Context: an optimization exercise on an open-source flow, tuned for a short achievable clock period. The choices shown serve that exercise and are no tape-out recipe.
Only simulation tests tie the RTL to the original design; equivalence was not proved.
Power is estimated from default activity; no workload was simulated.

**flow/design.v**
```verilog
module branch_predictor #(
    parameter int ENTRIES = 16,
    parameter int IDX_W   = 4,
    parameter int TAG_W   = 26
) (
    input  logic        clk,
    input  logic        rst_n,
    input  logic [31:0] if_pc,
    output logic        pred_hit,
    output logic        pred_taken,
    output logic [31:0] pred_target,
    input  logic        ex_valid,
    input  logic        ex_is_branch,
    input  logic [31:0] ex_pc,
    input  logic        ex_taken,
    input  logic [31:0] ex_target,
    input  logic        ex_pred_taken,
    input  logic [31:0] ex_pred_target,
    output logic        mispredict,
    output logic [31:0] redirect_pc,
    output logic [31:0] branch_cnt,
    output logic [31:0] mispred_cnt
);
    logic [ENTRIES-1:0] valid_q;
    logic [1:0]         ctr_q [ENTRIES];
    logic [TAG_W-1:0]   tag_q [ENTRIES];
    logic [31:0]        tgt_q [ENTRIES];
    logic [IDX_W-1:0] if_idx;
    logic [IDX_W-1:0] ex_idx;
    logic [TAG_W-1:0] if_tag;
    logic [TAG_W-1:0] ex_tag;
    logic             upd;
    logic             ex_hit;
    assign if_idx = if_pc[IDX_W+1:2];
    assign if_tag = if_pc[31:IDX_W+2];
    assign ex_idx = ex_pc[IDX_W+1:2];
    assign ex_tag = ex_pc[31:IDX_W+2];
    assign pred_hit    = rst_n && valid_q[if_idx] && (tag_q[if_idx] == if_tag);
    assign pred_taken  = pred_hit && ctr_q[if_idx][1];
    assign pred_target = pred_taken ? tgt_q[if_idx] : if_pc + 32'd4;
    assign upd         = ex_valid && ex_is_branch;
    assign ex_hit      = valid_q[ex_idx] && (tag_q[ex_idx] == ex_tag);
    assign mispredict  = rst_n && upd &&
                         ((ex_taken != ex_pred_taken) ||
                          (ex_taken && (ex_pred_target != ex_target)));
    assign redirect_pc = (rst_n && ex_taken) ? ex_target : ex_pc + 32'd4;
    always_ff @(posedge clk or negedge rst_n) begin
        if (!rst_n) begin
            valid_q     <= '0;
            branch_cnt  <= '0;
            mispred_cnt <= '0;
            for (int i = 0; i < ENTRIES; i++) begin
                ctr_q[i] <= 2'b01;
            end
        end else begin
            if (upd) begin
                if (branch_cnt != 32'hFFFF_FFFF) begin
                    branch_cnt <= branch_cnt + 32'd1;
                end
                if (ex_hit) begin
                    if (ex_taken && ctr_q[ex_idx] != 2'b11) begin
                        ctr_q[ex_idx] <= ctr_q[ex_idx] + 2'd1;
                    end else if (!ex_taken && ctr_q[ex_idx] != 2'b00) begin
                        ctr_q[ex_idx] <= ctr_q[ex_idx] - 2'd1;
                    end
                end else if (ex_taken) begin
                    valid_q[ex_idx] <= 1'b1;
                    ctr_q[ex_idx]   <= 2'b10;
                end
            end
            if (mispredict && mispred_cnt != 32'hFFFF_FFFF) begin
                mispred_cnt <= mispred_cnt + 32'd1;
            end
        end
    end
    always_ff @(posedge clk) begin
        if (rst_n && upd && ex_taken) begin
            tag_q[ex_idx] <= ex_tag;
            tgt_q[ex_idx] <= ex_target;
        end
    end
endmodule
```
**flow/run.sh**
```bash
#!/bin/bash
# synth_recipe.tcl (not shown) runs the flow's synth.tcl, then flattens the netlist and writes it again
# the make line also repeats each setting of config.mk as NAME=value (left out here)
make -C /OpenROAD-flow-scripts/flow DESIGN_CONFIG=/design/flow/config.mk WORK_HOME=/design/flow/orfs CLKGATE_MAP_FILE= SYNTH_SCRIPT=/design/flow/synth_recipe.tcl finish
```
**flow/config.mk**
```make
export PLATFORM = sky130hd
export DESIGN_NAME = branch_predictor
export DESIGN_NICKNAME = branch_predictor
export VERILOG_FILES = /design/flow/design.v
export SDC_FILE = /design/flow/constraint.sdc
export NUM_CORES = 4
export LEC_CHECK = 0
export CAP_MARGIN = 20
export CORE_MARGIN = 2
export CORE_UTILIZATION = 40
export SETUP_SLACK_MARGIN = 1.5
export SLEW_MARGIN = 20
```
**flow/constraint.sdc**
```tcl
create_clock -name core_clock -period 6.4 [get_ports {clk}]
set_input_delay 1.2800 -clock core_clock [delete_from_list [all_inputs] [get_ports {clk}]]
set_output_delay 1.2800 -clock core_clock [all_outputs]
set_load 0.01 [all_outputs]
```
==> impl_metrics.toml <==
[outcome]
status = "no timing/DRC/antenna violations"

[timing]
tightest_slew_ns = 1.16
report.final.setup_viol = 0
fin_crit_sh_pct = 95.7
fin_crit_ns = 6.12
rsz0062_at_grt = "true"
final_max_slew_viol_count = 0
slew_headroom_pct = 22.7
fin_ws_ns = 0.276
hold_viol = 0
max_freq_ghz = 0.163
finalClockSkew_ns = 0.0508

[power]
leakage_nw = 19.5
p_comb_share_pct = 10.2
p_int_w = 0.0119
p_clk_share_pct = 40.9
finalPower_w = 0.0155
switchingPower_w = 0.00363
p_per_area_nw_per_um2 = 268
p_seq_share_pct = 49.0
ir_worst_vdd_mv = 0.236
sw_frac_of_total_pct = 23.4

[logic_synthesis]
synth_flop_cell = "edfxtp_1"
synth_cell_types = 79
synth_warnings = 2
synth_nets = 2743
synth_top_cell_area_share_pct = 59.2
synth_area_leaders = "edfxtp_1 (59%), mux4_2 (17%), dfrtp_1 (5.1%)"
post-synth-top-area-cell = "edfxtp_1"
synth_edf_count = 928
avgSynthCellArea_sq_um = 18.1
yosysSeqAreaShare_pct = 65.2
syn-instance-count = 2597
synthesis.area_sq_um = 47100
ys_seq_elements = 1040
synth_async_sr_flop_share_pct = 10.8

[floorplanning]
fp.dieW_microns = 347
fp.dieH_microns = 347
start_util_pct = 40.4
num_rows = 125
io-pin-count = 265
die_area_sq_um = 120000
core_sq_um = 116000

[critical_path]
cpMostUsedCell = "buf_16"
critical-path-top-delay-family = "multiplexers"
slowest_delay_ns = 0.52
crit_type = "in2out"
cp_data_required_time_ns = 5.12
crit_slowest_cell = "mux4_2"
crit_buf_inv = 7
endpoint_kind = "output pin"
cp_data_arrival_time_ns = 4.84
worstPathCellList = "buf_16 -> buf_16 -> buf_16 -> mux4_2 -> mux4_2 -> xnor2_2 -> nand4_1 -> nor4_4 -> and4_4 -> o21ai_4 -> buf_12 -> buf_12 -> buf_6 -> mux2_4 -> buf_6"
path_max_fanout = 13
startpoint_type = "input port"
crit_path_start = "if_pc[2]"
rr_startpoint = "tag_q[13][17]"

[drt]
wl_per_cell_microns = 32.7
drc_errors = 0
drtAntennaViolNets = 0
first_iter_violations = 3653
viasPerCell = 6.10
drt_wl_total_microns = 153000
dr.pass1.iters = 6
vias = 28400

[clock_tree]
cts_buffers = 104
cts.htree.levels = 3
clock_path_buffers = 3
cts.reportedPaths.clkPinSlew_ns = 0.06
cts_tree = "built"
hold_buffers = 0
insertion_delay_ns = 0.72
cts.sinks = 1040
cts_root_buffer = "clkbuf_16"

[placed_design]
portBuffers = 264
gp_congestion = 0.969
dp_slack_ns = -0.234
post-dp-hpwl_microns = 99000

[grt]
grt_usage_pct = 25.1
grt_pass1_vias = 28900
grt_max_degree = 72
antenna_found_initial = 4
overflow = 0
grt_pass1_wl_microns = 216000

[finish]
syn_to_final_growth_pct = 22.8
nets = 3193
drive_above_1_share_pct = 32.8
final_util_pct = 49.6

[job]
maxCapViolations = 0

[min_path]
worstHoldPathType = "reg2reg"
hold_start = "valid_q[4]"
-- worst register-to-register path: stages, from the launching register on --
cell	delay, ns
edfxtp_1	0.39
mux4_2	0.57
a32o_1	0.31
a311oi_1	0.51
a31o_2	0.21
nand4_2	0.15
o41a_1	0.53
buf_12	0.20
nor4_1	0.50
mux2_2	0.41
-- cells in the mapped netlist, drive strengths merged, types with 27 or more instances --
| master | n |
|---|---|
| edfxtp | 928 |
| mux4 | 365 |
| nand2 | 129 |
| xor2 | 105 |
| xnor2 | 99 |
| dfrtp | 96 |
| nor2 | 88 |
| mux2i | 86 |
| buf | 83 |
| clkbuf | 68 |
| mux2 | 59 |
| nand3 | 54 |
| o21ai | 39 |
| a21oi | 37 |
| nand4 | 33 |
| nor4 | 33 |
| a22oi | 27 |
-- metrics by stage --
stage          area (sq um)  instances  hold slack, ns  setup TNS [ns]
6_report              57800       4663           0.484               0
5_1_grt               57800       4659           0.500               0
4_1_cts               57600       4648           0.483               0
3_5_place_dp          53300       4433           0.469           -5.73
3_3_place_gp          53300       4432           0.457           -5.36
2_1_floorplan         47700       2597           0.439               0
-- state kept, by name, indices dropped and copies added, names as in the netlist --
register / cells
tgt_q: 512
branch_cnt: 32
mispred_cnt: 32
ctr_q: 32
valid_q: 16
tag_q: 416
-- layer usage --
| layer | global-route usage [%] | wire (microns) | part of all wire, % |
|---|---|---|---|
| met1 | 34.0 | 60200 | 39 |
| met2 | 41.3 | 74200 | 49 |
| met4 | 8.72 | 5670 | 3.7 |
| met3 | 4.06 | 12600 | 8.3 |
| met5 | 0 | 13 | 0.0085 |
-- timing repair --
| item | CTS | global route |
|---|---|---|
| hold endpoints to repair | 0 | 0 |
| gates resized for setup | 336 | 44 |
| pin swaps | 34 | 9 |
| setup endpoints to repair | 63 | 50 |
| buffers inserted | 13 | 10 |
| gates cloned | 8 | 1 |
-- layout by cell type (no fill, tap or decap), drive strengths merged, types with 6 or more instances in the layout --
| master | synthesis | layout |
|---|---|---|
| nor3 | 26 | 26 |
| nand4 | 33 | 33 |
| ha | 12 | 12 |
| clkdlybuf4s15 | 0 | 6 |
| dfrtp | 96 | 96 |
| a21oi | 37 | 37 |
| o21ai | 39 | 39 |
| and3 | 19 | 19 |
| clkdlybuf4s50 | 0 | 171 |
| buf | 83 | 273 |
| a22oi | 27 | 27 |
| a31oi | 8 | 8 |
| a21o | 17 | 17 |
| nor2 | 88 | 88 |
| and4 | 17 | 17 |
| bufinv | 0 | 15 |
| dfstp | 16 | 16 |
| nor4 | 33 | 33 |
| clkinv | 0 | 40 |
| xnor2 | 99 | 99 |
| nand2 | 129 | 129 |
| nand3 | 54 | 54 |
| dlygate4sd2 | 0 | 30 |
| mux2 | 59 | 59 |
| mux4 | 365 | 365 |
| edfxtp | 928 | 928 |
| and2 | 25 | 25 |
| nand2b | 8 | 8 |
| clkbuf | 68 | 141 |
| a22o | 7 | 7 |
| inv | 24 | 27 |
| a221oi | 7 | 7 |
| mux2i | 86 | 86 |
| xor2 | 105 | 105 |
| o22ai | 10 | 10 |
-- final cells by class --
cell class,instances,area (sq um)
diodes,4,10.0
clock buffers,131,2750
clock inverters,63,779
fillers,9583,58600
inverters,24,92.6
multi-input cells,1382,16500
flip-flops and latches,1040,30700
well taps,1524,1910
repair buffers,495,5040
-- kinds of logic (layout without fill, tap and decap cells) --
kind of cell / after synthesis / count (layout) / synth area share, %
and+or+nand+nor: 443 / 443 / 4.95
other: 0 / 4 / 0
buffers and inverters: 175 / 713 / 1.72
xor gates and xnor gates: 204 / 204 / 3.80
DFF: 1040 / 1040 / 65.2
adders and majority gates: 12 / 12 / 0.319
AOI/OAI and AO/OA: 213 / 213 / 3.23
muxes: 510 / 510 / 20.8
-- worst paths after layout --
kind	cells after the start	slack (ns)	endpoint
max in group asynchronous	3	4.34	mispred_cnt[16]
worst max register to register	9	2.53	ctr_q[6][1]
min in group asynchronous	2	0.73	valid_q[1]
worst max-delay path	15	0.28	pred_target[3]
worst min register to register	1	0.48	valid_q[4]
worst min-delay path	1	0.48	valid_q[4]
-- power groups by stage --
stage | Clock (W) | Combinational [W] | Sequential, W
final | 0.00634 | 0.00157 | 0.00759
after global routing | 0.00668 | 0.00165 | 0.00760
after CTS | 0.00642 | 0.00156 | 0.00759
after detailed placement | 0 | 0.00153 | 0.00773
after global placement | 0 | 0.00151 | 0.00773
after floorplan | 0 | 0.000776 | 0.00772

-- afterwards: timing with drivers on the ports --
In the flow no input, the clock included, has a driving cell. The finished layout below was timed again as built, in two steps.
Step 1 assumes that a clkbuf_16 drives the clock port and a buf_2 every other input.
Step 2 adds t to the input delays and takes it off the output delays; t is the mean of the earliest and latest rising clock arrival at the registers after step 1. Input paths then give back, and output paths get back, about the clock's delay inside the block.
a / b / c = no drivers / after step 1 / after step 2; a / b = the first two.
shift t [ns]: 0.768
setup WS [ns]: 0.276 / 0.156 / 0.156
hold WS [ns]: 0.484 / 0.484 / 0.484
worst setup path after step 2: input to output
pins driven straight from the clock port: 1
After both steps setup and hold are still met in this run. For this run, drivers alone change the setup slack by -0.120 ns; drivers and shift together by -0.120 ns.
